From an optimization exercise on the open Yosys and OpenROAD flow, aimed at small area, a short achievable clock period and few clock cycles; shortcuts taken in it are not production practice.
Only simulation tests tie the RTL to the original design; equivalence was not proved.
Power figures rest on the tool's default switching activity, not on a simulated workload.

### flow/config.mk
export PLATFORM = sky130hd
export DESIGN_NAME = ram_hs
export DESIGN_NICKNAME = ram_hs
export VERILOG_FILES = /design/flow/design.v
export SDC_FILE = /design/flow/constraint.sdc
export NUM_CORES = 4
export LEC_CHECK = 0
export CAP_MARGIN = 20
export CORE_MARGIN = 2
export CORE_UTILIZATION = 55
export CTS_CLUSTER_DIAMETER = 80
export CTS_CLUSTER_SIZE = 25
export SLEW_MARGIN = 20
### flow/constraint.sdc
create_clock -name core_clock -period 8.0 [get_ports {clk}]
set_input_delay 1.6000 -clock core_clock [delete_from_list [all_inputs] [get_ports {clk}]]
set_output_delay 1.6000 -clock core_clock [all_outputs]
set_load 0.01 [all_outputs]
### flow/design.v
package ram_hs_pkg;
  localparam int CNT_W           = 4;
  localparam int MAX_WAIT_STATES = (1 << CNT_W) - 1;
  function automatic bit wait_states_ok(input int ws);
    wait_states_ok = (ws >= 0) && (ws <= MAX_WAIT_STATES);
  endfunction
endpackage
module ram_hs_array
#(
  parameter int WIDTH  = 8,
  parameter int ADDR_W = 8
) (
  input  logic                 clk,
  input  logic [63:0]          nlo_g,     
  input  logic [15:0]          nwrow,     
  input  logic [15:0]          wsel_h,    
  input  logic [15:0]          wsel_l,    
  input  logic [3:0]           nrow,      
  input  logic [WIDTH-1:0]     wdata_n,   
  output logic [4*WIDTH-1:0]   grp_r      
);
  localparam int DEPTH = 1 << ADDR_W;
  logic [WIDTH-1:0] mem_r [DEPTH];
  logic [WIDTH-1:0] row_s [16];
  logic [WIDTH-1:0] grp_s [4];
  for (genvar i = 0; i < DEPTH; i++) begin : g_word
    logic en, en_n;
    assign en   = !(nwrow[i / 16] || nlo_g[(i / 64) * 16 + i % 16]);
    assign en_n = !(wsel_h[i / 16] && wsel_l[i % 16]);
    always_ff @(posedge clk) begin
      mem_r[i] <= ~((wdata_n | {WIDTH{en_n}}) & (mem_r[i] | {WIDTH{en}}));
    end
  end
  always_comb begin
    for (int r = 0; r < 16; r++) begin
      row_s[r] = {WIDTH{1'b1}};
      for (int l = 0; l < 16; l++)
        row_s[r] = row_s[r] & (mem_r[r * 16 + l] | {WIDTH{nlo_g[(r / 4) * 16 + l]}});
    end
    for (int g = 0; g < 4; g++) begin
      grp_s[g] = {WIDTH{1'b1}};
      for (int m = 0; m < 4; m++)
        grp_s[g] = grp_s[g] & (row_s[g * 4 + m] | {WIDTH{nrow[m]}});
    end
  end
  always_ff @(posedge clk) begin
    for (int g = 0; g < 4; g++) grp_r[g*WIDTH +: WIDTH] <= grp_s[g];
  end
endmodule
module ram_hs
#(
  parameter int WIDTH       = 8,
  parameter int ADDR_W      = 8,
  parameter int WAIT_STATES = 2
) (
  input  logic              clk,
  input  logic              reset,
  input  logic              req,
  input  logic              we,
  input  logic [ADDR_W-1:0] adr,
  input  logic [WIDTH-1:0]  writedata,
  output logic [WIDTH-1:0]  memdata,
  output logic              ready,
  output logic              busy
);
  generate
    if (!ram_hs_pkg::wait_states_ok(WAIT_STATES)) begin : g_bad_wait_states
      $error("ram_hs: WAIT_STATES must be within 0..15");
    end
    if (ADDR_W != 8) begin : g_bad_adr_w
      $error("ram_hs: the array is built for ADDR_W 8");
    end
  endgenerate
  logic              clr_r, v_r, we_r, par_r, par_s, wr_s;
  logic              v2_r, we2_r, par2_r, ready_r;
  logic [WIDTH-1:0]  wdata_n_r, wd2_r, memdata_r, rd_s;
  logic [63:0]       nlo_g_r;
  logic [15:0]       nwrow_r, wsel_h_r, wsel_l_r;
  logic [3:0]        nrow_r;
  logic [4*WIDTH-1:0] grp_r;
  assign par_s = clr_r ? 1'b0 : !par_r;
  always_ff @(posedge clk) par_r <= par_s;
  assign wr_s = req && we;
  always_ff @(posedge clk) begin
    clr_r <= reset;
    v_r   <= req && !reset;
    we_r  <= we;
    wdata_n_r <= reset ? {WIDTH{1'b1}} : (writedata ^ {WIDTH{par_s}});
  end
  always_ff @(posedge clk) begin
    for (int g = 0; g < 4; g++)
      for (int l = 0; l < 16; l++)
        nlo_g_r[g*16 + l] <= !(reset || (adr[7:6] == 2'(g) && adr[3:0] == 4'(l)));
    for (int h = 0; h < 16; h++) begin
      nwrow_r[h]  <= !(reset || (wr_s && adr[7:4] == 4'(h)));
      wsel_h_r[h] <= reset || (wr_s && adr[7:4] == 4'(h));
      wsel_l_r[h] <= reset || adr[3:0] == 4'(h);
    end
    for (int m = 0; m < 4; m++) nrow_r[m] <= adr[5:4] != 2'(m);
  end
  ram_hs_array #(
    .WIDTH  (WIDTH),
    .ADDR_W (ADDR_W)
  ) u_array (
    .clk     (clk),
    .nlo_g   (nlo_g_r),
    .nwrow   (nwrow_r),
    .wsel_h  (wsel_h_r),
    .wsel_l  (wsel_l_r),
    .nrow    (nrow_r),
    .wdata_n (wdata_n_r),
    .grp_r   (grp_r)
  );
  always_ff @(posedge clk) begin
    v2_r   <= v_r && !reset;
    we2_r  <= we_r;
    wd2_r  <= wdata_n_r ^ {WIDTH{par_r}};    
    par2_r <= par_r;
  end
  always_comb begin
    rd_s = {WIDTH{1'b1}};
    for (int g = 0; g < 4; g++) rd_s = rd_s & grp_r[g*WIDTH +: WIDTH];
  end
  always_ff @(posedge clk) begin
    ready_r   <= v2_r && !reset;
    memdata_r <= we2_r ? wd2_r : (rd_s ^ {WIDTH{par2_r}});
  end
  assign memdata = memdata_r;
  assign ready   = ready_r;
  assign busy    = 1'b0;
endmodule
### flow/flow/run.sh
#!/bin/bash
# Layout: the standard flow, with timing repair asked to leave 5.4 ns of
# setup slack at the 8 ns clock (the settings list caps that margin at 5).
# make's output goes to standard.log; ORFS's own per-step logs stay under orfs/logs.
set -euo pipefail
export SETUP_SLACK_MARGIN=5.4
bash standard.sh > standard.log 2>&1
### flow/standard.sh
#!/bin/bash
# synth_recipe.tcl (not shown) runs the flow's synth.tcl, then flattens the netlist and writes it again
# the make line also repeats each setting of config.mk as NAME=value (left out here)
make -C /OpenROAD-flow-scripts/flow DESIGN_CONFIG=/design/flow/config.mk WORK_HOME=/design/flow/orfs CLKGATE_MAP_FILE= SYNTH_SCRIPT=/design/flow/synth_recipe.tcl "${@:-finish}"
==> run_results.csv, run 1 <==
group,metric,value,unit
global_route,grt_antenna_before_repair,14,
worst_setup_path,crit_chain,"buf_6",
sta,fmax,357,MHz
global_route,grt.total_usage,34.6,%
power_and_ir_drop,switching_power,0.00784,W
logic_synthesis,synth.distinct_cells,35,
floorplan,core_region_area,132000,µm²
logic_synthesis,synth_most_common_cell,"o22ai_1",
logic_synthesis,synth_top_area_share,61.1,%
logic_synthesis,synth-edff-count,0,
floorplan,io_pins,30,
power_and_ir_drop,internal-power,0.0189,W
cts,cts_buffers,104,
logic_synthesis,avgSynthCellArea,10.2,µm²
sta,rsz0062_at_grt,"true",
logic_synthesis,ys_seq_elements,2228,
worst_setup_path,worstPathArrival,1.20,ns
routing,antenna_left,0,
cts,clk_pin_slew_worst_paths,0.10,ns
routing,topRoutingLayerUsed,"met5",
routing,post_drt_wl_per_cell,28.5,µm
cts,cts_hold_buf,0,
worst_setup_path,worstSetupEndpointType,"output port",
routing,drt_iter0_drc,6812,
logic_synthesis,synthTopCellsByCount,"o22ai_1, dfxtp_1, nor2_1, clkbuf_1, nand2_1",
logic_synthesis,syn_nets,7177,
sta,setup_tns,0,ns
sta,period_minus_slack,2.80,ns
place,place_hpwl,149,mm
worst_setup_path,slowest_delay,0.34,ns
cts,clockBufferDepth,3,
worst_setup_path,crit_path_max_fanout,1,
sta,maxSlewViolCount,0,
routing,drt_drc_violations_left,0,
global_route,grt_pass1_vias,56700,
finish,nNetsFinal,6803,
power_and_ir_drop,p_comb_share,17.8,%
floorplan,die_h,368,µm
logic_synthesis,syn-instance-count,7157,
finish,drive_gt1_share,4.59,%
routing,firstDrtPassIters,6,
routing,met2_length,106,mm
floorplan,die_x,368,µm
sta,clock_skew,0.0201,ns
global_route,grt_max_degree,138,
logic_synthesis,synth_ff_type,"dfxtp_1",
power_and_ir_drop,clock_power_share,22.9,%
power_and_ir_drop,power,0.0268,W
routing,num_vias,60900,
sta,worstMarginPinSlew,1.27,ns
logic_synthesis,ys_seq_area_share,61.1,%
global_route,overflow,0,
logic_synthesis,synth_area_leaders,"dfxtp_1, o22ai_1, nor2_1, clkbuf_1, nand2_1",
cts,ctsHtreeMaxLevel,3,
sta,maxSlewHeadroom,15.3,%
worst_setup_path,startpoint_type,"flop",
power_and_ir_drop,vdd.ir_drop.worst,0.271,mV
floorplan,die_area,136000,µm²
sta,hold_viol,0,
logic_synthesis,yosys.area.top_type,"dfxtp_1",
place,io_buffers,28,
worst_setup_path,cpMaxStageDelayCell,"dfxtp_2",
worst_setup_path,crit_type,"reg2out",
power_and_ir_drop,power_leakage,27.3,nW
worst_setup_path,cp.required,6.40,ns
worst_setup_path,cpLargestDelayFamily,"flip-flops",
floorplan,rows,133,
cts,cts_tree,"done",
cts,clock_tree.root_cell,"clkbuf_16",
routing,wl_met1,107,mm
flow_run,drv_cap,0,
routing,routed_wl,244,mm
hold_path,hp-class,"reg2reg",
logic_synthesis,netlist_area,72900,µm²
cts,clk_latency,0.75,ns
worst_setup_path,cp.buffers_inverters,1,
floorplan,initial_utilization,55.4,%
place,gp_congestion,0.880,
finish,area_growth,4.84,%
power_and_ir_drop,powerDensity,350,nW/µm²
logic_synthesis,async_flop_share,0,%
sta,finalCritPeriodShare,35.0,%
routing,wl_met3,22.7,mm
power_and_ir_drop,seq_power_share,59.3,%
logic_synthesis,yosys_warnings,5,
cts,clock_sinks,2228,
power_and_ir_drop,p_sw_share,29.3,%
status,status,"timing/DRC/antenna clean",
sta,setup_viol,0,
routing,viasPerCell,7.10,
global_route,grt_pass1_wl,363,mm
flip-flops by register name (all words and copies together), names as in the netlist:
signal and flops:
par_r 1, par2_r 1, wsel_h_r 16, wdata_n_r 8, u_array.grp_r 32, v2_r 1, nwrow_r 16, u_array.mem_r 2048
we2_r 1, ready_r 1, clr_r 1, memdata_r 8, nlo_g_r 64, nrow_r 4, wd2_r 8, we_r 1
wsel_l_r 16, v_r 1
path summary, 6_finish.rpt:
check / endpoint / slack (ns) / cells past startpoint / from
worst max-delay path: memdata[5] / 5.20 / 1 / memdata_r[5]
worst max register to register: u_array.grp_r[15] / 5.34 / 6 / nlo_g_r[16]
worst min register to register: we2_r / 0.34 / 0 / we_r
worst min-delay path: we2_r / 0.34 / 0 / we_r
stage by stage:
step | setup WS, ns | hold WS [ns] | instance area [µm²] | util, % | cells
finish | 5.20 | 0.338 | 76500 | 58.1 | 8575
global route | 5.16 | 0.357 | 76500 | 58.1 | 8572
CTS | 5.15 | 0.338 | 76400 | 58.0 | 8572
detailed placement | 4.66 | 0.314 | 73300 | 55.7 | 8431
global placement | 4.72 | 0.311 | 73300 | 55.7 | 8431
floorplan | 5.48 | 0.310 | 72900 | - | 7157
area by class of cell:
cell class	count	area, µm²
tap	1755	2200
inverter	19	71.3
timing repair buffer	128	1090
clock buffer	116	2720
multi-input combinational	4302	25400
clock inverter	24	313
sequential	2228	44700
fill	11600	55200
antenna	3	7.51
metal layers:
layer | global-route usage, % | vias up
met5 | 0 | -
met4 | 11.1 | 18
met3 | 6.41 | 450
met2 | 51.9 | 2800
met1 | 50.2 | 30200
li1 | - | 27400
logic make-up after synthesis:
family	after synthesis	share of synthesized area, %
xor+xnor	24	0.288
mux	8	0.124
flops	2228	61.1
simple gates	1043	5.87
other cells	1	0.00514
compound gates	3226	28.4
buf+inv	627	4.14
power groups by stage:
| stage | combinational (W) | sequential, W | clock [W] |
|---|---|---|---|
| floorplan | 0.00368 | 0.0154 | 0 |
| global placement | 0.00452 | 0.0160 | 0 |
| detailed placement | 0.00466 | 0.0160 | 0 |
| CTS | 0.00467 | 0.0158 | 0.00622 |
| global route | 0.00513 | 0.0162 | 0.00660 |
| finish | 0.00475 | 0.0159 | 0.00614 |
cell usage in the layout, fill, tap and decap left out, types with 4 or more instances in the layout:
cell type	netlist	routed
buf_12	0	5
mux2_2	8	8
dfxtp_2	0	22
o22a_1	95	95
nor4_2	3	17
inv_1	19	19
dfxtp_1	2228	2197
nor3_1	96	96
xnor2_1	16	16
o22ai_1	2878	2878
nand2_1	322	322
a21o_1	12	12
buf_6	26	5
clkbuf_1	365	6
clkinv_2	0	5
nand2b_1	10	10
nor2_1	535	535
dfxtp_4	0	9
clkinv_4	0	6
buf_4	63	92
bufinv_16	0	5
a31o_2	6	6
clkbuf_16	0	105
a21oi_1	4	4
nor2b_1	7	7
a31oi_1	129	129
o221ai_1	93	93
clkbuf_8	0	5
nand4_1	8	8
xor2_1	8	8
buf_2	134	6
clkdlybuf4s50_1	0	19
nor4_1	61	47
what timing repair did:
action | CTS | global route
buffers inserted | 1 | 0
gates resized for setup | 44 | 13
setup endpoints to repair | 115 | 84
Testbench counts, summed over its fixed seeds: cycles 12,024.
==> run 2: changes to the inputs <==
--- a/flow/config.mk
+++ b/flow/config.mk
@@ -9,5 +9,5 @@
 export CORE_MARGIN = 2
 export CORE_UTILIZATION = 55
-export CTS_CLUSTER_DIAMETER = 80
+export CTS_CLUSTER_DIAMETER = 120
 export CTS_CLUSTER_SIZE = 25
 export SLEW_MARGIN = 20
==> run_results.csv, run 2 <==
group,metric,value,unit
status,status,"timing/DRC/antenna clean",
power_and_ir_drop,seq_power_share,60.1,%
worst_setup_path,worstSetupEndpointType,"output port",
routing,routed_wl,244,mm
power_and_ir_drop,clock_power_share,21.9,%
logic_synthesis,avgSynthCellArea,10.2,µm²
routing,antenna_left,0,
worst_setup_path,slowest_delay,0.34,ns
logic_synthesis,synthTopCellsByCount,"o22ai_1, dfxtp_1, nor2_1, clkbuf_1, nand2_1",
cts,cts_buffers,99,
global_route,grt_max_degree,138,
logic_synthesis,ys_seq_elements,2228,
global_route,grt.total_usage,34.5,%
worst_setup_path,cp.buffers_inverters,1,
power_and_ir_drop,p_comb_share,18.0,%
global_route,grt_antenna_before_repair,19,
sta,worstMarginPinSlew,1.29,ns
worst_setup_path,worstPathArrival,1.21,ns
finish,largest_reg_flops,2048,
worst_setup_path,crit_type,"reg2out",
finish,fill_cells,11600,
place,pre_cts_ws,4.66,ns
power_and_ir_drop,internal-power,0.0187,W
logic_synthesis,netlist_area,72900,µm²
finish,area_growth,4.36,%
place,gp_congestion,0.880,
routing,num_vias,60900,
worst_setup_path,r2r-start,"nlo_g_r[55]",
worst_setup_path,crit_chain,"buf_6",
place,place_hpwl,149,mm
logic_synthesis,async_flop_share,0,%
worst_setup_path,cpLargestDelayFamily,"flip-flops",
sta,setup_ws,5.19,ns
flow_run,drv_cap,0,
finish,nNetsFinal,6798,
logic_synthesis,syn-instance-count,7157,
logic_synthesis,ys_seq_area_share,61.1,%
sta,maxSlewHeadroom,14.3,%
power_and_ir_drop,powerDensity,347,nW/µm²
place,io_buffers,28,
sta,maxSlewViolCount,0,
sta,setup_viol,0,
global_route,overflow,0,
logic_synthesis,synth_ff_type,"dfxtp_1",
sta,finalCritPeriodShare,35.2,%
cts,clockBufferDepth,3,
floorplan,core_region_area,132000,µm²
sta,setup_tns,0,ns
logic_synthesis,synth_top_area_share,61.1,%
routing,viasPerCell,7.13,
worst_setup_path,crit_path_start,"memdata_r[5]",
cts,cts_hold_buf,0,
cts,clock_sinks,2228,
finish,drive_gt1_share,4.23,%
floorplan,die_x,368,µm
floorplan,io_pins,30,
logic_synthesis,syn_nets,7177,
cts,clock_tree.root_cell,"clkbuf_16",
logic_synthesis,synth.distinct_cells,35,
global_route,grt_pass1_vias,56700,
logic_synthesis,yosys_warnings,5,
logic_synthesis,synth_most_common_cell,"o22ai_1",
power_and_ir_drop,p_sw_share,29.4,%
finish,utilization,57.8,%
routing,post_drt_wl_per_cell,28.6,µm
power_and_ir_drop,power_leakage,27.2,nW
power_and_ir_drop,vdd.ir_drop.worst,0.203,mV
floorplan,die_h,368,µm
floorplan,die_area,136000,µm²
routing,drt_drc_violations_left,0,
worst_setup_path,cp.required,6.40,ns
sta,fmax,355,MHz
finish,largest_registers,"u_array.mem_r: 2048 flops, nlo_g_r: 64 flops, u_array.grp_r: 32 flops",
floorplan,initial_utilization,55.4,%
power_and_ir_drop,switching_power,0.00776,W
floorplan,rows,133,
sta,period_minus_slack,2.81,ns
logic_synthesis,yosys.area.top_type,"dfxtp_1",
cts,ctsHtreeMaxLevel,3,
finish,top_register,"u_array.mem_r",
finish,final_common_cell,"o22ai_1",
logic_synthesis,synth_area_leaders,"dfxtp_1, o22ai_1, nor2_1, clkbuf_1, nand2_1",
cts,clk_latency,0.76,ns
worst_setup_path,cpMaxStageDelayCell,"dfxtp_2",
worst_setup_path,startpoint_type,"flop",
hold_path,hold_start,"we_r",
sta,rsz0062_at_grt,"true",
cts,clk_pin_slew_worst_paths,0.10,ns
sta,hold_viol,0,
sta,clock_skew,0.0389,ns
finish,layout_common_cells,"o22ai_1, dfxtp_1, nor2_1",
global_route,grt_pass1_wl,362,mm
routing,drt_iter0_drc,6998,
hold_path,hp-class,"reg2reg",
cts,cts_tree,"done",
routing,firstDrtPassIters,6,
logic_synthesis,synth-edff-count,0,
worst_setup_path,crit_path_max_fanout,1,
[run 2: cell families after synthesis]
logic type	count (synthesis)	synth area share (%)
AO/OA/AOI/OAI	3226	28.4
XOR/XNOR	24	0.288
buffers and inverters	627	4.14
flip-flops	2228	61.1
multiplexers	8	0.124
other	1	0.00514
AND/OR/NAND/NOR	1043	5.87
[run 2: power groups by stage]
stage                     Clock (W)  Sequential [W]  Combinational [W]
after global routing        0.00624          0.0162            0.00513
after floorplan                   0          0.0154            0.00368
after detailed placement          0          0.0160            0.00466
final                       0.00579          0.0159            0.00476
after CTS                   0.00585          0.0158            0.00467
after global placement            0          0.0160            0.00452
[run 2: worst paths after layout]
| check | end | slack [ns] | cells past startpoint |
|---|---|---|---|
| hold reg to reg | we2_r | 0.34 | 0 |
| setup / recovery | memdata[5] | 5.19 | 1 |
| setup reg to reg | u_array.grp_r[28] | 5.34 | 6 |
| hold / removal | we2_r | 0.34 | 0 |
[run 2: stage by stage]
| stage | cell area (µm²) | total power [W] | hold WS, ns | std cells |
|---|---|---|---|---|
| 3_5_place_dp | 73300 | 0.0207 | 0.314 | 8431 |
| 5_1_grt | 76100 | 0.0275 | 0.357 | 8541 |
| 6_report | 76100 | 0.0264 | 0.342 | 8546 |
| 4_1_cts | 76000 | 0.0263 | 0.338 | 8541 |
| 2_1_floorplan | 72900 | 0.0191 | 0.310 | 7157 |
| 3_3_place_gp | 73300 | 0.0205 | 0.311 | 8431 |
[run 2: cell type report]
type | count | area (µm²) | area share [%]
Sequential cell | 2228 | 44700 | 58.7
Inverter | 19 | 71.3 | 0.0937
Multi-Input combinational cell | 4302 | 25400 | 33.4
Clock buffer | 108 | 2640 | 3.47
Timing Repair Buffer | 128 | 1090 | 1.43
Antenna cell | 5 | 12.5 | 0.0164
Tap cell | 1755 | 2200 | 2.88
Clock inverter | 1 | 30.0 | 0.0394
[run 2: what timing repair did]
item                                    CTS  global route
endpoints found under the setup margin  125            91
cloned                                    0             0
buffers inserted                          1             0
resized for setup                        45            15
[run 2: layer usage]
metal  wire (µm)  up-vias  global-route usage, %
met5         188        -                      0
met2      106000     2822                   51.4
met3       21900      493                   6.91
li1            -    27300                      -
met1      108000    30300                   49.9
met4        8870       28                   11.8
==> run 3: changes to the inputs <==
--- a/flow/config.mk
+++ b/flow/config.mk
@@ -9,5 +9,5 @@
 export CORE_MARGIN = 2
 export CORE_UTILIZATION = 55
-export CTS_CLUSTER_DIAMETER = 120
-export CTS_CLUSTER_SIZE = 25
+export CTS_CLUSTER_DIAMETER = 100
+export CTS_CLUSTER_SIZE = 30
 export SLEW_MARGIN = 20
==> run_results.csv, run 3 <==
group,metric,value,unit
status,status,"timing/DRC/antenna clean",
global_route,grtUsageMet1,50.4,%
power_and_ir_drop,powerDensity,343,nW/µm²
global_route,grt.total_usage,34.5,%
worst_setup_path,cp.buffers_inverters,1,
logic_synthesis,synth_most_common_cell,"o22ai_1",
sta,hold_viol,0,
global_route,grtUsageMet3,6.36,%
power_and_ir_drop,power,0.0260,W
cts,clk_latency,0.75,ns
logic_synthesis,avgSynthCellArea,10.2,µm²
logic_synthesis,yosys_warnings,5,
sta,setup_viol,0,
floorplan,core_region_area,132000,µm²
routing,firstDrtPassIters,9,
cts,cts_buffers,84,
finish,largest_reg_flops,2048,
logic_synthesis,synth.distinct_cells,35,
logic_synthesis,syn_nets,7177,
routing,antenna_left,0,
logic_synthesis,yosys.area.top_type,"dfxtp_1",
worst_setup_path,r2r-start,"nlo_g_r[16]",
finish,multi_input_area,25400,µm²
sta,rsz0062_at_grt,"true",
logic_synthesis,synth_area_leaders,"dfxtp_1, o22ai_1, nor2_1, clkbuf_1, nand2_1",
cts,cts_hold_buf,0,
logic_synthesis,synth_top_area_share,61.1,%
finish,fill_cells,11700,
global_route,grt_pass1_vias,56500,
worst_setup_path,cpMaxStageDelayCell,"dfxtp_2",
sta,maxSlewViolCount,0,
hold_path,hp-class,"reg2reg",
cts,clock_tree.root_cell,"clkbuf_16",
global_route,grt_max_degree,138,
floorplan,io_pins,30,
finish,final_common_cell,"o22ai_1",
worst_setup_path,crit_type,"reg2out",
logic_synthesis,async_flop_share,0,%
place,place_hpwl,149,mm
routing,num_vias,61000,
place,gp_congestion,0.880,
logic_synthesis,synth_ff_type,"dfxtp_1",
finish,drive_gt1_share,4.00,%
worst_setup_path,worstPathArrival,1.20,ns
worst_setup_path,worstRegToRegCells,6,
floorplan,die_x,368,µm
worst_setup_path,crit_path_max_fanout,1,
worst_setup_path,slowest_delay,0.34,ns
power_and_ir_drop,vdd.ir_drop.worst,0.203,mV
worst_setup_path,cp.required,6.40,ns
sta,finalCritPeriodShare,35.0,%
logic_synthesis,syn-instance-count,7157,
logic_synthesis,synthTopCellsByCount,"o22ai_1, dfxtp_1, nor2_1, clkbuf_1, nand2_1",
logic_synthesis,synth-edff-count,0,
logic_synthesis,ys_seq_area_share,61.1,%
hold_path,hold_start,"we_r",
flow_run,drv_cap,0,
floorplan,die_h,368,µm
logic_synthesis,ys_seq_elements,2228,
routing,routed_wl,244,mm
sta,period_minus_slack,2.80,ns
floorplan,die_area,136000,µm²
worst_setup_path,startpoint_type,"flop",
sta,setup_tns,0,ns
worst_setup_path,crit_chain,"buf_6",
cts,ctsHtreeMaxLevel,3,
global_route,grt_pass1_wl,362,mm
finish,top_register,"u_array.mem_r",
hold_path,min_path_cells,0,
worst_setup_path,worstSetupEndpointType,"output port",
floorplan,rows,133,
routing,viasPerCell,7.15,
sta,fmax,358,MHz
global_route,grt_use_met2,51.5,%
cts,clock_sinks,2228,
global_route,overflow,0,
logic_synthesis,netlist_area,72900,µm²
cts,cts_tree,"done",
worst_setup_path,r2r_end,"u_array.grp_r[15]",
finish,largest_registers,"u_array.mem_r: 2048 flops, nlo_g_r: 64 flops, u_array.grp_r: 32 flops",
power_and_ir_drop,power_leakage,27.0,nW
cts,clockBufferDepth,3,
cts,clk_pin_slew_worst_paths,0.11,ns
finish,nNetsFinal,6783,
finish,regArea,44700,µm²
worst_setup_path,crit_path_start,"memdata_r[3]",
global_route,top_usage_layer,"met2",
worst_setup_path,cpLargestDelayFamily,"flip-flops",
routing,drt_iter0_drc,7124,
finish,layout_common_cells,"o22ai_1, dfxtp_1, nor2_1",
finish,area_growth,3.73,%
global_route,grt_antenna_before_repair,14,
sta,maxSlewHeadroom,14.3,%
routing,post_drt_wl_per_cell,28.6,µm
sta,clock_skew,0.0253,ns
routing,drt_drc_violations_left,0,
floorplan,initial_utilization,55.4,%
hold_path,worstHoldEndpoint,"we2_r",
worst_setup_path,reg2reg_slack,5.28,ns
sta,worstMarginPinSlew,1.29,ns
place,io_buffers,28,
[run 3: how the worst max path moves through the flow]
stage / slack (ns) / cells past startpoint / endpoint
floorplan: 5.48 / 4 / nlo_g_r[16]
CTS: 5.17 / 1 / memdata[5]
detailed placement: 4.66 / 3 / nlo_g_r[3]
global route: 5.16 / 1 / memdata[4]
finish: 5.20 / 1 / memdata[3]
global placement: 4.72 / 3 / nlo_g_r[1]
[run 3: logic make-up after synthesis]
logic type	after synthesis	share of synthesized area (%)
AOI/OAI and AO/OA	3226	28.4
buffers and inverters	627	4.14
muxes	8	0.124
xor gates and xnor gates	24	0.288
and+or+nand+nor	1043	5.87
other	1	0.00514
DFF	2228	61.1
[run 3: area by class of cell]
| class | instances | area share, % |
|---|---|---|
| Timing Repair Buffer | 128 | 1.45 |
| Sequential cell | 2228 | 59.0 |
| Clock buffer | 87 | 2.82 |
| Inverter | 19 | 0.0943 |
| Clock inverter | 7 | 0.109 |
| Antenna cell | 1 | 0.00331 |
| Multi-Input combinational cell | 4302 | 33.6 |
| Tap cell | 1755 | 2.90 |
[run 3: layer usage]
layer	routed length, µm	share of wire (%)
met5	316	0.13
met2	106000	43
met3	22200	9.1
met1	107000	44
met4	8190	3.4
[run 3: power by group]
part / switching (W) / internal [W] / total (W)
clock: 0.00339 / 0.00195 / 0.00534
sequential: 0.00183 / 0.0141 / 0.0159
combinational: 0.00249 / 0.00226 / 0.00476
total: 0.00771 / 0.0183 / 0.0260
[run 3: repair_timing]
action / CTS / global route
pin swaps: 0 / 0
setup endpoints to repair: 110 / 86
buffers inserted: 1 / 0
resized for setup: 44 / 14
[run 3: per-stage QoR]
step                      setup slack [ns]  cells  util [%]  area [µm²]  hold WS [ns]
after detailed placement              4.66   8431      55.7       73300         0.314
after global routing                  5.16   8526      57.5       75700         0.359
final                                 5.20   8527      57.5       75700         0.341
after global placement                4.72   8431      55.7       73300         0.311
after CTS                             5.17   8526      57.4       75600         0.342
after floorplan                       5.48   7157         -       72900         0.310
==> run 4: changes to the inputs <==
==> flow/flow/run.sh (replaced) <==
#!/bin/bash
# Layout: the standard flow, with timing repair asked to leave 5.3 ns of
# setup slack at the 8 ns clock (the settings list caps that margin at 5).
# make's output goes to standard.log; ORFS's own per-step logs stay under orfs/logs.
set -euo pipefail
export SETUP_SLACK_MARGIN=5.3
bash standard.sh > standard.log 2>&1
--- a/flow/config.mk
+++ b/flow/config.mk
@@ -9,5 +9,5 @@
 export CORE_MARGIN = 2
 export CORE_UTILIZATION = 55
-export CTS_CLUSTER_DIAMETER = 100
-export CTS_CLUSTER_SIZE = 30
+export CTS_CLUSTER_DIAMETER = 80
+export CTS_CLUSTER_SIZE = 25
 export SLEW_MARGIN = 20
==> run_results.csv, run 4 <==
group,metric,value,unit
status,status,"timing/DRC/antenna clean",
hold_path,min_path_cells,0,
logic_synthesis,netlist_area,72900,µm²
routing,antenna_left,0,
cts,cts_buffers,104,
worst_setup_path,worstPathArrival,1.20,ns
power_and_ir_drop,clock_power_share,22.9,%
sta,holdWs,0.337,ns
finish,top_register,"u_array.mem_r",
place,place_area,73300,µm²
sta,period_minus_slack,2.80,ns
sta,fmax,358,MHz
logic_synthesis,yosys.area.top_type,"dfxtp_1",
global_route,grt_pass1_vias,56700,
worst_setup_path,crit_chain,"buf_6",
routing,post_drt_wl_per_cell,28.5,µm
logic_synthesis,syn-instance-count,7157,
global_route,grt_pass1_wl,362,mm
logic_synthesis,avgSynthCellArea,10.2,µm²
worst_setup_path,worstSetupEndpointType,"output port",
finish,layout_common_cells,"o22ai_1, dfxtp_1, nor2_1",
floorplan,die_h,368,µm
worst_setup_path,worstRegToRegCells,6,
finish,finalInstanceArea,76400,µm²
place,place_hpwl,149,mm
logic_synthesis,synthTopCellsByCount,"o22ai_1, dfxtp_1, nor2_1, clkbuf_1, nand2_1",
cts,clock_sinks,2228,
worst_setup_path,slowest_delay,0.34,ns
power_and_ir_drop,powerDensity,350,nW/µm²
sta,setup_ws,5.20,ns
sta,maxSlewViolCount,0,
routing,num_vias,61100,
power_and_ir_drop,seq_power_share,59.3,%
logic_synthesis,yosys_warnings,5,
logic_synthesis,ys_seq_area_share,61.1,%
finish,largest_reg_flops,2048,
sta,rsz0062_at_grt,"true",
place,pre_cts_ws,4.66,ns
floorplan,die_area,136000,µm²
cts,cts_tree,"done",
global_route,grt_max_degree,138,
routing,drt_iter0_drc,6785,
logic_synthesis,synth_area_leaders,"dfxtp_1, o22ai_1, nor2_1, clkbuf_1, nand2_1",
worst_setup_path,crit_type,"reg2out",
logic_synthesis,synth_ff_type,"dfxtp_1",
sta,hold_viol,0,
floorplan,die_x,368,µm
worst_setup_path,cp.buffers_inverters,1,
finish,area_growth,4.76,%
finish,nNetsFinal,6803,
sta,worstMarginPinSlew,1.30,ns
power_and_ir_drop,internal-power,0.0189,W
hold_path,hp-class,"reg2reg",
routing,routed_wl,244,mm
cts,clk_pin_slew_worst_paths,0.10,ns
finish,largest_registers,"u_array.mem_r: 2048 flops, nlo_g_r: 64 flops, u_array.grp_r: 32 flops",
cts,clock_tree.root_cell,"clkbuf_16",
sta,finalCritPeriodShare,35.0,%
floorplan,initial_utilization,55.4,%
routing,firstDrtPassIters,5,
finish,drive_gt1_share,4.47,%
floorplan,io_pins,30,
logic_synthesis,synth-edff-count,0,
worst_setup_path,startpoint_type,"flop",
place,io_buffers,28,
logic_synthesis,synth_top_area_share,61.1,%
worst_setup_path,cpLargestDelayFamily,"flip-flops",
power_and_ir_drop,power_leakage,27.3,nW
power_and_ir_drop,switching_power,0.00784,W
worst_setup_path,cp.required,6.40,ns
worst_setup_path,reg2reg_slack,5.25,ns
routing,viasPerCell,7.12,
worst_setup_path,cpMaxStageDelayCell,"dfxtp_2",
global_route,grt_antenna_before_repair,14,
power_and_ir_drop,vdd.ir_drop.worst,0.272,mV
worst_setup_path,crit_path_max_fanout,1,
flow_run,drv_cap,0,
routing,drt_drc_violations_left,0,
cts,ctsHtreeMaxLevel,3,
sta,setup_tns,0,ns
logic_synthesis,syn_nets,7177,
power_and_ir_drop,p_comb_share,17.7,%
global_route,overflow,0,
logic_synthesis,synth.distinct_cells,35,
global_route,grt.total_usage,34.5,%
logic_synthesis,synth_most_common_cell,"o22ai_1",
logic_synthesis,async_flop_share,0,%
sta,maxSlewHeadroom,13.6,%
floorplan,core_region_area,132000,µm²
worst_setup_path,path_depth,1,
logic_synthesis,ys_seq_elements,2228,
finish,fill_cells,11600,
floorplan,rows,133,
sta,clock_skew,0.0165,ns
cts,clk_latency,0.75,ns
power_and_ir_drop,p_sw_share,29.3,%
place,gp_congestion,0.880,
cts,clockBufferDepth,3,
finish,final_common_cell,"o22ai_1",
cts,cts_hold_buf,0,
sta,setup_viol,0,
## run 4: cell counts after synthesis
No cell type changed its count.
## run 4: worst register-to-register path, stage by stage (launching register included)
cell and delay [ns]:
dfxtp_1 0.33, buf_4 0.41, o22a_1 0.30, o221ai_1 0.12, nor3_1 0.43, a31oi_1 0.32
nor4_1 0.67
## run 4: final cells by class
type	instances	area (µm²)	share of cell area, %
Sequential cell	2228	44700	58.4
Multi-Input combinational cell	4302	25400	33.2
Clock buffer	116	2720	3.56
Tap cell	1755	2200	2.87
Timing Repair Buffer	128	1090	1.43
Clock inverter	24	313	0.409
Inverter	19	71.3	0.0933
Antenna cell	3	7.51	0.00982
## run 4: power groups by stage
stage,clock network [W],registers (W),logic [W]
5_1_grt,0.00660,0.0162,0.00512
3_3_place_gp,0,0.0160,0.00452
6_report,0.00614,0.0159,0.00475
2_1_floorplan,0,0.0154,0.00368
3_5_place_dp,0,0.0160,0.00466
4_1_cts,0.00622,0.0158,0.00466
## run 4: kinds of logic (layout without fill, tap and decap cells)
| group | Yosys count | after routing | synth area share (%) |
|---|---|---|---|
| AO/OA/AOI/OAI | 3226 | 3226 | 28.4 |
| XOR/XNOR | 24 | 24 | 0.288 |
| buffers and inverters | 627 | 287 | 4.14 |
| flip-flops | 2228 | 2228 | 61.1 |
| multiplexers | 8 | 8 | 0.124 |
| other | 1 | 4 | 0.00514 |
| AND/OR/NAND/NOR | 1043 | 1043 | 5.87 |
## run 4: final timing paths
check | from | to
setup / recovery | memdata_r[5] | memdata[5]
hold / removal | we_r | we2_r
setup reg to reg | nlo_g_r[55] | u_array.grp_r[31]
hold reg to reg | we_r | we2_r
## run 4: what timing repair did
action	CTS	global route
resized for setup	42	6
endpoints found under the setup margin	9	143
buffers inserted	0	1
## run 4: metrics by stage
step	util (%)	std cells	power, W
3_3_place_gp	55.7	8431	0.0205
3_5_place_dp	55.7	8431	0.0207
5_1_grt	58.1	8572	0.0279
6_report	58.1	8575	0.0268
4_1_cts	58.0	8571	0.0267
2_1_floorplan	-	7157	0.0191
## run 4: routing by layer
metal  track usage, %  wire length [µm]
met1             50.2            108000
met2             51.7            106000
met3             6.23             22000
met4             11.0              8510
met5                0               116
==> run 5: changes to the inputs <==
--- a/flow/design.v
+++ b/flow/design.v
@@ -18,4 +18,5 @@
   input  logic [3:0]           nrow,      
   input  logic [WIDTH-1:0]     wdata_n,   
+  input  logic                 wr,        
   output logic [4*WIDTH-1:0]   grp_r      
 );
@@ -39,5 +40,5 @@
     end
     for (int g = 0; g < 4; g++) begin
-      grp_s[g] = {WIDTH{1'b1}};
+      grp_s[g] = (g == 0) ? (wdata_n | {WIDTH{!wr}}) : {WIDTH{1'b1}};
       for (int m = 0; m < 4; m++)
         grp_s[g] = grp_s[g] & (row_s[g * 4 + m] | {WIDTH{nrow[m]}});
@@ -73,6 +74,6 @@
   endgenerate
   logic              clr_r, v_r, we_r, par_r, par_s, wr_s;
-  logic              v2_r, we2_r, par2_r, ready_r;
-  logic [WIDTH-1:0]  wdata_n_r, wd2_r, memdata_r, rd_s;
+  logic              v2_r, ready_r;
+  logic [WIDTH-1:0]  wdata_n_r, memdata_r, rd_s;
   logic [63:0]       nlo_g_r;
   logic [15:0]       nwrow_r, wsel_h_r, wsel_l_r;
@@ -97,5 +98,5 @@
       wsel_l_r[h] <= reset || adr[3:0] == 4'(h);
     end
-    for (int m = 0; m < 4; m++) nrow_r[m] <= adr[5:4] != 2'(m);
+    for (int m = 0; m < 4; m++) nrow_r[m] <= we || adr[5:4] != 2'(m);
   end
   ram_hs_array #(
@@ -110,12 +111,8 @@
     .nrow    (nrow_r),
     .wdata_n (wdata_n_r),
+    .wr      (we_r),
     .grp_r   (grp_r)
   );
-  always_ff @(posedge clk) begin
-    v2_r   <= v_r && !reset;
-    we2_r  <= we_r;
-    wd2_r  <= wdata_n_r ^ {WIDTH{par_r}};    
-    par2_r <= par_r;
-  end
+  always_ff @(posedge clk) v2_r <= v_r && !reset;
   always_comb begin
     rd_s = {WIDTH{1'b1}};
@@ -124,5 +121,5 @@
   always_ff @(posedge clk) begin
     ready_r   <= v2_r && !reset;
-    memdata_r <= we2_r ? wd2_r : (rd_s ^ {WIDTH{par2_r}});
+    memdata_r <= rd_s ^ {WIDTH{!par_r}};
   end
   assign memdata = memdata_r;
==> flow/flow/run.sh (replaced) <==
#!/bin/bash
# Layout: the standard flow, with timing repair asked to leave 5.4 ns of
# setup slack at the 8 ns clock (the settings list caps that margin at 5).
# make's output goes to standard.log; ORFS's own per-step logs stay under orfs/logs.
set -euo pipefail
export SETUP_SLACK_MARGIN=5.4
bash standard.sh > standard.log 2>&1
--- a/flow/config.mk
+++ b/flow/config.mk
@@ -9,5 +9,5 @@
 export CORE_MARGIN = 2
 export CORE_UTILIZATION = 55
-export CTS_CLUSTER_DIAMETER = 80
-export CTS_CLUSTER_SIZE = 25
+export CTS_CLUSTER_DIAMETER = 100
+export CTS_CLUSTER_SIZE = 30
 export SLEW_MARGIN = 20
==> run_results.csv, run 5 <==
group,metric,value,unit
worst_setup_path,startpoint_type,"flop",
logic_synthesis,ys_seq_elements,2218,
routing,num_vias,62700,
cts,cts_tree,"done",
finish,largest_reg_flops,2048,
power_and_ir_drop,vdd.ir_drop.worst,0.195,mV
global_route,overflow,0,
sta,maxSlewHeadroom,16.7,%
worst_setup_path,cp.required,6.40,ns
sta,fmax,357,MHz
finish,area_growth,4.60,%
logic_synthesis,syn_nets,7146,
logic_synthesis,synthTopCellsByCount,"o22ai_1, dfxtp_1, nor2_1, clkbuf_1, nand2_1",
sta,finalCritPeriodShare,35.0,%
finish,top_register,"u_array.mem_r",
logic_synthesis,netlist_area,72200,µm²
worst_setup_path,slowest_delay,0.34,ns
worst_setup_path,crit_chain,"buf_6",
floorplan,core_region_area,130000,µm²
worst_setup_path,cp.buffers_inverters,1,
global_route,grt_max_degree,142,
routing,viasPerCell,7.39,
status,status,"timing/DRC/antenna clean",
floorplan,initial_utilization,55.6,%
place,place_hpwl,161,mm
worst_setup_path,worstSetupEndpointType,"output port",
routing,routed_wl,267,mm
routing,drt_iter0_drc,8463,
cts,clk_latency,0.76,ns
finish,layout_common_cells,"o22ai_1, dfxtp_1, nor2_1",
floorplan,die_h,366,µm
routing,drt_drc_violations_left,0,
cts,clk_pin_slew_worst_paths,0.11,ns
global_route,grt_antenna_before_repair,19,
floorplan,rows,132,
logic_synthesis,synth_area_leaders,"dfxtp_1, o22ai_1, nor2_1, clkbuf_1, nand2_1",
sta,setup_tns,0,ns
worst_setup_path,crit_path_max_fanout,1,
global_route,grt_pass1_vias,58500,
cts,cts_buffers,83,
logic_synthesis,synth_top_area_share,61.5,%
sta,clock_skew,0.0214,ns
floorplan,die_x,366,µm
place,gp_congestion,0.875,
finish,drive_gt1_share,4.21,%
finish,final_common_cell,"o22ai_1",
logic_synthesis,avgSynthCellArea,10.1,µm²
cts,clock_tree.root_cell,"clkbuf_16",
logic_synthesis,synth.distinct_cells,30,
routing,firstDrtPassIters,6,
cts,cts_hold_buf,0,
cts,clock_sinks,2218,
flow_run,drv_cap,0,
logic_synthesis,synth-edff-count,0,
place,io_buffers,28,
worst_setup_path,cpLargestDelayFamily,"flip-flops",
sta,worstMarginPinSlew,1.25,ns
sta,setup_viol,0,
logic_synthesis,synth_most_common_cell,"o22ai_1",
logic_synthesis,syn-instance-count,7126,
global_route,grt_pass1_wl,392,mm
logic_synthesis,yosys_warnings,5,
sta,maxSlewViolCount,0,
worst_setup_path,crit_type,"reg2out",
global_route,grt.total_usage,38.1,%
floorplan,die_area,134000,µm²
cts,clockBufferDepth,3,
finish,largest_registers,"u_array.mem_r: 2048 flops, nlo_g_r: 64 flops, u_array.grp_r: 32 flops",
floorplan,io_pins,30,
worst_setup_path,worstPathArrival,1.20,ns
power_and_ir_drop,power_leakage,27.2,nW
power_and_ir_drop,power,0.0248,W
cts,ctsHtreeMaxLevel,3,
sta,rsz0062_at_grt,"true",
sta,hold_viol,0,
routing,antenna_left,0,
power_and_ir_drop,powerDensity,328,nW/µm²
finish,nNetsFinal,6759,
finish,utilization,58.1,%
routing,post_drt_wl_per_cell,31.4,µm
logic_synthesis,async_flop_share,0,%
worst_setup_path,cpMaxStageDelayCell,"dfxtp_2",
sta,period_minus_slack,2.80,ns
logic_synthesis,ys_seq_area_share,61.5,%
logic_synthesis,synth_ff_type,"dfxtp_1",
hold_path,hp-class,"reg2reg",
logic_synthesis,yosys.area.top_type,"dfxtp_1",
==> run 5: changes by cell type after synthesis, moves of 9 or more <==
cell / delta
buf_2: -29
a31oi_1: -9
clkbuf_1: +54
nor4_2: +13
buf_6: -26
nor2_1: -32
buf_4: -56
dfxtp_1: -10
nor4_1: -11
a21o_1: +9
buf_1: +67
o221ai_1: +9
==> run 5: power by group <==
group | internal, W | leakage (nW) | total (W) | switching [W]
logic | 0.00190 | 7.38 | 0.00433 | 0.00243
registers | 0.0135 | 18.7 | 0.0151 | 0.00160
clock network | 0.00202 | 1.11 | 0.00541 | 0.00339
total | 0.0174 | 27.2 | 0.0248 | 0.00742
==> run 5: path summary, 6_finish.rpt <==
check,start,endpoint,slack (ns),depth (start not counted)
setup / recovery,memdata_r[4],memdata[4],5.20,1
hold / removal,u_array.mem_r[160][7],u_array.mem_r[160][7],0.46,1
setup reg to reg,nlo_g_r[58],u_array.grp_r[31],5.39,6
hold reg to reg,u_array.mem_r[160][7],u_array.mem_r[160][7],0.46,1
==> run 5: routing by layer <==
layer	routed length, µm	vias to the layer above	share of wire (%)	global-route usage [%]
met3	27200	625	10	7.74
met2	114000	3521	43	56.2
met5	159	-	0.060	0
li1	-	27200	-	-
met1	113000	31300	42	54.7
met4	11800	26	4.4	14.9
==> run 5: final cells by class <==
cell class                 count  area, µm²
fill                       11500      54400
sequential                  2218      44500
multi-input combinational   4279      25400
clock buffer                  92       2250
tap                         1742       2180
timing repair buffer         140       1220
inverter                      17       63.8
antenna                        2       5.00
==> run 5: cells by family (layout without fill, tap and decap cells) <==
kind of cell    Yosys count  after routing  share of synthesized area, %
simple gates           1029           1029                          6.04
flops                  2218           2218                          61.5
other cells               1              3                       0.00519
compound gates         3233           3233                          28.8
buf+inv                 629            249                          3.49
xor+xnor                 16             16                         0.194
==> run 5: per-stage QoR <==
stage	hold slack, ns	cell area (µm²)	cells	setup WS, ns
2_1_floorplan	0.414	72200	7126	5.45
3_3_place_gp	0.427	73200	8396	4.73
3_5_place_dp	0.449	73200	8396	4.70
4_1_cts	0.465	75500	8488	5.15
5_1_grt	0.472	75500	8488	5.15
6_report	0.462	75500	8490	5.20
==> run 5: timing repair <==
item	4_1_cts	5_1_grt
setup buffers	0	0
gates resized for setup	51	13
setup endpoints to repair	12	93
Testbench counts of run 5, summed over its fixed seeds: cycles 12,024.
==> run 6: changes to the inputs <==
--- a/flow/design.v
+++ b/flow/design.v
@@ -12,9 +12,9 @@
 ) (
   input  logic                 clk,
-  input  logic [63:0]          nlo_g,     
+  input  logic [31:0]          nlo_h,     
   input  logic [15:0]          nwrow,     
   input  logic [15:0]          wsel_h,    
   input  logic [15:0]          wsel_l,    
-  input  logic [3:0]           nrow,      
+  input  logic [15:0]          nrow,      
   input  logic [WIDTH-1:0]     wdata_n,   
   input  logic                 wr,        
@@ -27,5 +27,5 @@
   for (genvar i = 0; i < DEPTH; i++) begin : g_word
     logic en, en_n;
-    assign en   = !(nwrow[i / 16] || nlo_g[(i / 64) * 16 + i % 16]);
+    assign en   = !(nwrow[i / 16] || nlo_h[(i / 128) * 16 + i % 16]);
     assign en_n = !(wsel_h[i / 16] && wsel_l[i % 16]);
     always_ff @(posedge clk) begin
@@ -37,10 +37,10 @@
       row_s[r] = {WIDTH{1'b1}};
       for (int l = 0; l < 16; l++)
-        row_s[r] = row_s[r] & (mem_r[r * 16 + l] | {WIDTH{nlo_g[(r / 4) * 16 + l]}});
+        row_s[r] = row_s[r] & (mem_r[r * 16 + l] | {WIDTH{nlo_h[(r / 8) * 16 + l]}});
     end
     for (int g = 0; g < 4; g++) begin
       grp_s[g] = (g == 0) ? (wdata_n | {WIDTH{!wr}}) : {WIDTH{1'b1}};
       for (int m = 0; m < 4; m++)
-        grp_s[g] = grp_s[g] & (row_s[g * 4 + m] | {WIDTH{nrow[m]}});
+        grp_s[g] = grp_s[g] & (row_s[g * 4 + m] | {WIDTH{nrow[g * 4 + m]}});
     end
   end
@@ -76,7 +76,7 @@
   logic              v2_r, ready_r;
   logic [WIDTH-1:0]  wdata_n_r, memdata_r, rd_s;
-  logic [63:0]       nlo_g_r;
+  logic [31:0]       nlo_h_r;
   logic [15:0]       nwrow_r, wsel_h_r, wsel_l_r;
-  logic [3:0]        nrow_r;
+  logic [15:0]       nrow_r;
   logic [4*WIDTH-1:0] grp_r;
   assign par_s = clr_r ? 1'b0 : !par_r;
@@ -90,7 +90,7 @@
   end
   always_ff @(posedge clk) begin
-    for (int g = 0; g < 4; g++)
+    for (int f = 0; f < 2; f++)
       for (int l = 0; l < 16; l++)
-        nlo_g_r[g*16 + l] <= !(reset || (adr[7:6] == 2'(g) && adr[3:0] == 4'(l)));
+        nlo_h_r[f*16 + l] <= !(reset || (adr[7] == 1'(f) && adr[3:0] == 4'(l)));
     for (int h = 0; h < 16; h++) begin
       nwrow_r[h]  <= !(reset || (wr_s && adr[7:4] == 4'(h)));
@@ -98,5 +98,5 @@
       wsel_l_r[h] <= reset || adr[3:0] == 4'(h);
     end
-    for (int m = 0; m < 4; m++) nrow_r[m] <= we || adr[5:4] != 2'(m);
+    for (int r = 0; r < 16; r++) nrow_r[r] <= we || adr[7:4] != 4'(r);
   end
   ram_hs_array #(
@@ -105,5 +105,5 @@
   ) u_array (
     .clk     (clk),
-    .nlo_g   (nlo_g_r),
+    .nlo_h   (nlo_h_r),
     .nwrow   (nwrow_r),
     .wsel_h  (wsel_h_r),
==> run_results.csv, run 6 <==
group,metric,value,unit
finish,fill_cells,11600,
logic_synthesis,synth_most_common_cell,"o22ai_1",
logic_synthesis,async_flop_share,0,%
global_route,overflow,0,
finish,layout_common_cells,"o22ai_1, dfxtp_1, nor2_1",
worst_setup_path,r2r-start,"nlo_h_r[22]",
flow_run,drv_cap,0,
routing,num_vias,63400,
sta,hold_viol,0,
power_and_ir_drop,power,0.0243,W
sta,rsz0062_at_grt,"true",
place,pre_cts_ws,4.70,ns
logic_synthesis,yosys.area.top_type,"dfxtp_1",
finish,largest_reg_flops,2048,
global_route,grt_pass1_wl,397,mm
finish,top_register,"u_array.mem_r",
cts,cts_buffers,83,
logic_synthesis,synthTopCellsByCount,"o22ai_1, dfxtp_1, nor2_1, clkbuf_1, nand2_1",
worst_setup_path,cp.required,6.40,ns
place,gp_congestion,0.911,
routing,drt_iter0_drc,8510,
sta,worstMarginPinSlew,1.22,ns
sta,setup_viol,0,
sta,period_minus_slack,2.80,ns
routing,viasPerCell,7.51,
logic_synthesis,avgSynthCellArea,10.1,µm²
routing,firstDrtPassIters,6,
cts,clock_tree.root_cell,"clkbuf_16",
cts,clk_latency,0.75,ns
hold_path,hp-class,"reg2reg",
power_and_ir_drop,powerDensity,323,nW/µm²
routing,drt_drc_violations_left,0,
sta,clock_skew,0.0397,ns
global_route,grt_max_degree,162,
logic_synthesis,synth.distinct_cells,32,
place,place_area,72600,µm²
sta,finalCritPeriodShare,34.9,%
global_route,grt_antenna_before_repair,19,
worst_setup_path,slowest_delay,0.32,ns
logic_synthesis,netlist_area,71900,µm²
logic_synthesis,ys_seq_area_share,61.2,%
routing,post_drt_wl_per_cell,32.6,µm
floorplan,rows,132,
sta,setup_tns,0,ns
cts,clk_pin_slew_worst_paths,0.11,ns
floorplan,core_region_area,130000,µm²
sta,maxSlewViolCount,0,
logic_synthesis,syn_nets,7111,
finish,finalInstanceArea,75300,µm²
worst_setup_path,worstPathArrival,1.20,ns
logic_synthesis,synth_ff_type,"dfxtp_1",
cts,cts_hold_buf,0,
worst_setup_path,cpLargestDelayFamily,"flip-flops",
worst_setup_path,crit_path_max_fanout,1,
logic_synthesis,synth_top_area_share,61.2,%
logic_synthesis,yosys_warnings,5,
hold_path,worstHoldEndpoint,"u_array.mem_r[199][2]",
global_route,grt.total_usage,39.5,%
logic_synthesis,ys_seq_elements,2198,
worst_setup_path,startpoint_type,"flop",
logic_synthesis,synth_area_leaders,"dfxtp_1, o22ai_1, nor2_1, clkbuf_1, nand2_1",
power_and_ir_drop,power_leakage,27.0,nW
floorplan,io_pins,30,
cts,clockBufferDepth,3,
sta,setup_ws,5.20,ns
finish,utilization,58.0,%
worst_setup_path,cp.buffers_inverters,1,
place,io_buffers,28,
floorplan,die_h,365,µm
hold_path,hold_start,"u_array.mem_r[199][2]",
worst_setup_path,crit_chain,"buf_2",
routing,routed_wl,275,mm
finish,area_growth,4.73,%
sta,maxSlewHeadroom,18.9,%
finish,nNetsFinal,6704,
worst_setup_path,worstRegToRegCells,6,
worst_setup_path,crit_type,"reg2out",
cts,clock_sinks,2198,
power_and_ir_drop,vdd.ir_drop.worst,0.217,mV
floorplan,die_x,365,µm
logic_synthesis,syn-instance-count,7091,
routing,antenna_left,0,
worst_setup_path,cpMaxStageDelayCell,"dfxtp_2",
finish,largest_registers,"u_array.mem_r: 2048 flops, nlo_h_r: 32 flops, u_array.grp_r: 32 flops",
finish,drive_gt1_share,4.32,%
logic_synthesis,synth-edff-count,0,
place,place_hpwl,166,mm
sta,fmax,358,MHz
floorplan,die_area,134000,µm²
hold_path,min_path_cells,1,
worst_setup_path,worstSetupEndpointType,"output port",
global_route,grt_pass1_vias,58500,
worst_setup_path,r2r_end,"u_array.grp_r[27]",
floorplan,initial_utilization,55.4,%
cts,cts_tree,"done",
worst_setup_path,reg2reg_slack,5.40,ns
cts,ctsHtreeMaxLevel,3,
status,status,"timing/DRC/antenna clean",
finish,final_common_cell,"o22ai_1",
[run 6: cell types whose count changed in the layout (fill, tap and decap cells not counted), sizes merged, moves of 4 or more]
| cell | before | now |
|---|---|---|
| nand2 | 323 | 302 |
| dfxtp | 2218 | 2198 |
| buf | 122 | 105 |
| nand2b | 13 | 9 |
| nand3 | 0 | 4 |
| nor2b | 9 | 13 |
[run 6: routing by layer]
metal / track usage [%] / wire [µm] / up-vias
met5: 0 / 97 / -
met4: 16.1 / 12500 / 16
met3: 7.80 / 28600 / 680
met2: 59.1 / 119000 / 3941
met1: 55.9 / 115000 / 31600
li1: - / - / 27100
[run 6: layout make-up]
class	count	area, µm²	share of cell area, %
multi-input cells	4261	25300	33.6
well taps	1742	2180	2.90
clock buffers	92	2200	2.92
flip-flops and latches	2198	44200	58.7
diodes	5	12.5	0.0166
clock inverters	2	38.8	0.0515
repair buffers	123	1310	1.74
inverters	17	63.8	0.0848
[run 6: worst max path at each step]
stage                              to  cells past startpoint          from
after global placement    nwrow_r[14]                      5        adr[5]
after CTS                       ready                      1       ready_r
after floorplan           nlo_h_r[10]                      5         reset
after detailed placement  nwrow_r[13]                      5        adr[4]
after global routing       memdata[5]                      1  memdata_r[5]
final                      memdata[6]                      1  memdata_r[6]
[run 6: metrics by stage]
stage | hold slack, ns | instances
floorplan | 0.414 | 7091
global placement | 0.442 | 8330
detailed placement | 0.443 | 8330
CTS | 0.465 | 8429
global route | 0.472 | 8435
finish | 0.463 | 8440
[run 6: report_power, final]
part / internal (W) / switching [W] / leakage (nW)
Combinational: 0.00180 / 0.00230 / 7.35
Clock: 0.00199 / 0.00341 / 1.09
Sequential: 0.0132 / 0.00163 / 18.5
Total: 0.0170 / 0.00733 / 27.0
[run 6: cell families (layout without fill, tap and decap cells)]
family	after synthesis	in the layout	share of synthesized area [%]
buf+inv	632	234	3.64
simple gates	1012	1012	6.00
flops	2198	2198	61.2
compound gates	3232	3232	28.9
other cells	1	6	0.00522
xor+xnor	16	16	0.195
[run 6: worst register-to-register path: stages (launching register included)]
cell,delay [ns]
dfxtp_4,0.60
buf_6,0.53
o22ai_1,0.18
nor4_1,0.61
a31oi_1,0.19
nor4_1,0.30
buf_4,0.15
[run 6: what timing repair did]
| item | CTS | global route |
|---|---|---|
| endpoints found under the setup margin | 243 | 75 |
| endpoints found under the hold margin | 0 | 0 |
| buffers inserted | 5 | 6 |
| resized for setup | 65 | 28 |
Testbench counts of run 6, summed over its fixed seeds: cycles 12,024.
==> run 7: changes to the inputs <==
--- a/flow/config.mk
+++ b/flow/config.mk
@@ -9,5 +9,5 @@
 export CORE_MARGIN = 2
 export CORE_UTILIZATION = 55
-export CTS_CLUSTER_DIAMETER = 100
-export CTS_CLUSTER_SIZE = 30
+export CTS_CLUSTER_DIAMETER = 90
+export CTS_CLUSTER_SIZE = 28
 export SLEW_MARGIN = 20
==> run_results.csv, run 7 <==
group,metric,value,unit
floorplan,die_area,134000,µm²
sta,clock_skew,0.0310,ns
routing,post_drt_wl_per_cell,32.6,µm
worst_setup_path,worstPathArrival,1.21,ns
worst_setup_path,cpLargestDelayFamily,"flip-flops",
cts,clockBufferDepth,3,
routing,viasPerCell,7.48,
hold_path,min_path_cells,1,
logic_synthesis,synthTopCellsByCount,"o22ai_1, dfxtp_1, nor2_1, clkbuf_1, nand2_1",
worst_setup_path,slowest_delay,0.33,ns
finish,nNetsFinal,6709,
place,gp_congestion,0.911,
sta,worstMarginPinSlew,1.23,ns
global_route,grt_pass1_wl,396,mm
flow_run,drv_cap,0,
worst_setup_path,crit_type,"reg2out",
logic_synthesis,avgSynthCellArea,10.1,µm²
logic_synthesis,synth_ff_type,"dfxtp_1",
power_and_ir_drop,seq_power_share,60.8,%
hold_path,hold_start,"v2_r",
worst_setup_path,worstRegToRegCells,6,
place,io_buffers,28,
routing,drt_drc_violations_left,0,
worst_setup_path,worstSetupEndpointType,"output port",
worst_setup_path,cp.required,6.40,ns
sta,period_minus_slack,2.81,ns
routing,routed_wl,275,mm
hold_path,hp-class,"reg2reg",
floorplan,io_pins,30,
power_and_ir_drop,clock_power_share,22.4,%
routing,drt_iter0_drc,8239,
worst_setup_path,crit_path_max_fanout,1,
cts,clk_latency,0.77,ns
routing,firstDrtPassIters,6,
logic_synthesis,syn_nets,7111,
worst_setup_path,r2r-start,"nlo_h_r[26]",
finish,top_register,"u_array.mem_r",
power_and_ir_drop,power_leakage,27.0,nW
power_and_ir_drop,power,0.0243,W
finish,area_growth,4.81,%
power_and_ir_drop,p_comb_share,16.8,%
cts,clk_pin_slew_worst_paths,0.11,ns
global_route,grt.total_usage,39.5,%
finish,largest_reg_flops,2048,
status,status,"timing/DRC/antenna clean",
place,place_area,72600,µm²
worst_setup_path,startpoint_type,"flop",
logic_synthesis,synth_most_common_cell,"o22ai_1",
routing,num_vias,63100,
logic_synthesis,synth.distinct_cells,32,
floorplan,die_x,365,µm
place,place_hpwl,166,mm
sta,hold_viol,0,
sta,fmax,356,MHz
worst_setup_path,cp.buffers_inverters,1,
floorplan,rows,132,
cts,clock_tree.root_cell,"clkbuf_16",
global_route,grt_max_degree,162,
power_and_ir_drop,powerDensity,323,nW/µm²
cts,cts_buffers,88,
logic_synthesis,yosys.area.top_type,"dfxtp_1",
logic_synthesis,synth-edff-count,0,
logic_synthesis,ys_seq_area_share,61.2,%
global_route,overflow,0,
sta,finalCritPeriodShare,35.1,%
logic_synthesis,synth_area_leaders,"dfxtp_1, o22ai_1, nor2_1, clkbuf_1, nand2_1",
worst_setup_path,crit_chain,"buf_2",
cts,ctsHtreeMaxLevel,3,
finish,layout_common_cells,"o22ai_1, dfxtp_1, nor2_1",
logic_synthesis,netlist_area,71900,µm²
floorplan,initial_utilization,55.4,%
logic_synthesis,syn-instance-count,7091,
power_and_ir_drop,internal-power,0.0170,W
logic_synthesis,async_flop_share,0,%
sta,maxSlewHeadroom,18.1,%
power_and_ir_drop,switching_power,0.00734,W
global_route,grt_pass1_vias,58500,
logic_synthesis,ys_seq_elements,2198,
sta,setup_tns,0,ns
finish,final_common_cell,"o22ai_1",
global_route,grt_antenna_before_repair,16,
worst_setup_path,crit_path_start,"ready_r",
floorplan,die_h,365,µm
worst_setup_path,cpMaxStageDelayCell,"dfxtp_1",
worst_setup_path,path_depth,1,
logic_synthesis,yosys_warnings,5,
floorplan,core_region_area,130000,µm²
power_and_ir_drop,vdd.ir_drop.worst,0.210,mV
finish,finalInstanceArea,75300,µm²
logic_synthesis,synth_top_area_share,61.2,%
cts,clock_sinks,2198,
finish,largest_registers,"u_array.mem_r: 2048 flops, nlo_h_r: 32 flops, u_array.grp_r: 32 flops",
sta,maxSlewViolCount,0,
cts,cts_tree,"done",
finish,drive_gt1_share,4.40,%
routing,antenna_left,0,
sta,rsz0062_at_grt,"true",
power_and_ir_drop,p_sw_share,30.1,%
sta,setup_viol,0,
[run 7: changes by cell type in the layout (fill, tap and decap cells not counted), sizes merged]
cell and delta:
inv +3, diode -4, clkbuf +3
[run 7: final timing paths]
kind	endpoint	slack [ns]
setup / recovery	ready	5.19
hold / removal	ready_r	0.46
setup reg to reg	u_array.grp_r[27]	5.39
hold reg to reg	ready_r	0.46
[run 7: what timing repair did]
item / 4_1_cts / 5_1_grt
hold buffers: 0 / 0
endpoints found under the setup margin: 241 / 52
gates resized for setup: 63 / 28
buffers inserted: 5 / 6
gates cloned: 0 / 0
[run 7: per-layer routing]
layer / routed length [µm] / global-route usage [%]
met5: 120 / 0
met4: 13100 / 16.5
met3: 28100 / 7.79
met2: 119000 / 59.1
met1: 115000 / 55.6
[run 7: final cells by class]
class / count / area (µm²)
sequential: 2198 / 44200
multi-input combinational: 4261 / 25300
timing repair buffer: 123 / 1310
clock buffer: 95 / 2250
clock inverter: 5 / 51.3
fill: 11600 / 54300
tap: 1742 / 2180
inverter: 17 / 63.8
antenna: 1 / 2.50
[run 7: power groups by stage]
stage	Sequential (W)	Combinational (W)	Clock, W
CTS	0.0147	0.00395	0.00546
detailed placement	0.0150	0.00392	0
finish	0.0148	0.00409	0.00546
global placement	0.0149	0.00382	0
floorplan	0.0142	0.00303	0
global route	0.0150	0.00435	0.00582
[run 7: kinds of logic after synthesis]
kind of cell	after synthesis	share of synthesized area [%]
simple gates	1012	6.00
compound gates	3232	28.9
buf+inv	632	3.64
xor+xnor	16	0.195
flops	2198	61.2
other cells	1	0.00522
[run 7: per-stage QoR]
step / hold WS (ns) / setup WS, ns / util (%) / std cells
after detailed placement: 0.443 / 4.70 / 56.0 / 8330
after global placement: 0.442 / 4.72 / 56.0 / 8330
after global routing: 0.471 / 5.15 / 58.1 / 8441
after floorplan: 0.414 / 5.40 / - / 7091
final: 0.461 / 5.19 / 58.1 / 8442
after CTS: 0.461 / 5.16 / 57.9 / 8435
==> run 8: changes to the inputs <==
--- a/flow/config.mk
+++ b/flow/config.mk
@@ -8,5 +8,5 @@
 export CAP_MARGIN = 20
 export CORE_MARGIN = 2
-export CORE_UTILIZATION = 55
+export CORE_UTILIZATION = 65
 export CTS_CLUSTER_DIAMETER = 90
 export CTS_CLUSTER_SIZE = 28
==> run_results.csv, run 8 <==
group,metric,value,unit
routing,num_vias,63700,
floorplan,die_x,336,µm
logic_synthesis,syn_nets,7111,
floorplan,die_h,336,µm
cts,ctsHtreeMaxLevel,3,
worst_setup_path,cpLargestDelayFamily,"flip-flops",
sta,setup_viol,0,
floorplan,die_area,113000,µm²
worst_setup_path,cp.required,6.40,ns
global_route,grt_antenna_before_repair,4,
power_and_ir_drop,internal-power,0.0171,W
power_and_ir_drop,powerDensity,324,nW/µm²
logic_synthesis,synth_most_common_cell,"o22ai_1",
cts,cts_tree,"done",
cts,clock_sinks,2198,
logic_synthesis,synth-edff-count,0,
logic_synthesis,synth.distinct_cells,32,
sta,maxSlewViolCount,0,
worst_setup_path,crit_type,"reg2out",
worst_setup_path,worstPathArrival,1.17,ns
logic_synthesis,synth_ff_type,"dfxtp_1",
power_and_ir_drop,p_sw_share,29.7,%
cts,clockBufferDepth,3,
global_route,grt_max_degree,174,
finish,area_growth,4.11,%
power_and_ir_drop,power_leakage,26.9,nW
cts,clk_latency,0.74,ns
hold_path,min_path_cells,1,
routing,routed_wl,257,mm
floorplan,rows,121,
worst_setup_path,reg2reg_slack,5.34,ns
finish,layout_common_cells,"o22ai_1, dfxtp_1, nor2_1",
routing,viasPerCell,7.80,
sta,fmax,361,MHz
worst_setup_path,startpoint_type,"flop",
sta,rsz0062_at_grt,"true",
sta,setup_tns,0,ns
status,status,"timing/DRC/antenna clean",
worst_setup_path,worstSetupEndpointType,"output port",
place,gp_congestion,0.922,
global_route,grt_pass1_wl,375,mm
power_and_ir_drop,switching_power,0.00720,W
global_route,grt.total_usage,43.4,%
cts,cts_buffers,88,
floorplan,initial_utilization,65.7,%
cts,clock_tree.root_cell,"clkbuf_16",
sta,finalCritPeriodShare,34.7,%
global_route,grt_pass1_vias,57700,
sta,period_minus_slack,2.77,ns
routing,firstDrtPassIters,6,
global_route,overflow,0,
logic_synthesis,ys_seq_area_share,61.2,%
place,place_area,72100,µm²
finish,largest_reg_flops,2048,
finish,drive_gt1_share,4.02,%
routing,post_drt_wl_per_cell,31.5,µm
cts,cts_hold_buf,0,
finish,nNetsFinal,6683,
cts,clk_pin_slew_worst_paths,0.10,ns
power_and_ir_drop,seq_power_share,61.1,%
logic_synthesis,syn-instance-count,7091,
floorplan,io_pins,30,
worst_setup_path,cpMaxStageDelayCell,"dfxtp_2",
finish,fill_cells,8753,
finish,top_register,"u_array.mem_r",
power_and_ir_drop,power,0.0243,W
logic_synthesis,yosys.area.top_type,"dfxtp_1",
sta,clock_skew,0.0210,ns
worst_setup_path,r2r-start,"nlo_h_r[16]",
flow_run,drv_cap,0,
worst_setup_path,slowest_delay,0.32,ns
finish,finalInstanceArea,74800,µm²
routing,drt_iter0_drc,9637,
logic_synthesis,synthTopCellsByCount,"o22ai_1, dfxtp_1, nor2_1, clkbuf_1, nand2_1",
place,place_hpwl,155,mm
logic_synthesis,async_flop_share,0,%
worst_setup_path,crit_path_max_fanout,1,
routing,drt_drc_violations_left,0,
worst_setup_path,worstRegToRegCells,5,
sta,hold_viol,0,
logic_synthesis,synth_area_leaders,"dfxtp_1, o22ai_1, nor2_1, clkbuf_1, nand2_1",
hold_path,hp-class,"reg2reg",
finish,final_common_cell,"o22ai_1",
place,io_buffers,28,
logic_synthesis,avgSynthCellArea,10.1,µm²
finish,largest_registers,"u_array.mem_r: 2048 flops, nlo_h_r: 32 flops, u_array.grp_r: 32 flops",
hold_path,hold_start,"v2_r",
power_and_ir_drop,clock_power_share,22.4,%
routing,antenna_left,0,
worst_setup_path,cp.buffers_inverters,1,
finish,utilization,68.4,%
logic_synthesis,netlist_area,71900,µm²
logic_synthesis,yosys_warnings,5,
power_and_ir_drop,vdd.ir_drop.worst,0.239,mV
worst_setup_path,path_depth,1,
sta,maxSlewHeadroom,14.2,%
sta,worstMarginPinSlew,1.29,ns
power_and_ir_drop,p_comb_share,16.5,%
worst_setup_path,crit_path_start,"ready_r",
logic_synthesis,synth_top_area_share,61.2,%
worst_setup_path,crit_chain,"buf_2",
floorplan,core_region_area,109000,µm²
logic_synthesis,ys_seq_elements,2198,
==> run 8: cell counts after synthesis <==
No cell type changed its count.
==> run 8: final cells by class <==
cell class              count  area [µm²]  area share, %
diodes                      6        15.0         0.0201
clock buffers              98        2350           3.14
clock inverters             3        33.8         0.0452
inverters                  17        63.8         0.0853
multi-input cells        4261       25300           33.8
flip-flops and latches   2198       44200           59.0
well taps                1476        1850           2.47
repair buffers             97        1080           1.45
==> run 8: cell families after synthesis <==
logic type      after synthesis  synth area share (%)
compound gates             3232                  28.9
buf+inv                     632                  3.64
xor+xnor                     16                 0.195
flops                      2198                  61.2
simple gates               1012                  6.00
other cells                   1               0.00522
==> run 8: power by group through the flow <==
stage	combinational [W]	clock (W)	sequential [W]
final	0.00401	0.00544	0.0148
after global routing	0.00425	0.00577	0.0150
after CTS	0.00386	0.00541	0.0147
after detailed placement	0.00384	0	0.0149
after global placement	0.00372	0	0.0149
after floorplan	0.00303	0	0.0142
==> run 8: worst paths after layout <==
check / to
worst min-delay path: ready_r
worst max register to register: u_array.grp_r[20]
worst min register to register: ready_r
worst max-delay path: ready
==> run 8: timing repair <==
| item | in CTS | in global routing |
|---|---|---|
| resized for setup | 71 | 30 |
| setup endpoints to repair | 245 | 138 |
| buffers inserted | 3 | 1 |
==> run 8: per-stage QoR <==
| stage | instances | hold slack [ns] | setup WS (ns) |
|---|---|---|---|
| floorplan | 7091 | 0.414 | 5.40 |
| global placement | 8043 | 0.433 | 4.73 |
| detailed placement | 8044 | 0.442 | 4.70 |
| CTS | 8148 | 0.459 | 5.20 |
| global route | 8150 | 0.464 | 5.19 |
| finish | 8156 | 0.455 | 5.23 |
==> run 8: metal layers <==
metal  global-route usage [%]  vias up  share of wire [%]
li1                         -    27000                  -
met1                     61.0    31300                 39
met2                     62.8     4571                 42
met3                     11.6      784                 14
met4                     19.8        0                5.2
met5                        0        -                  0
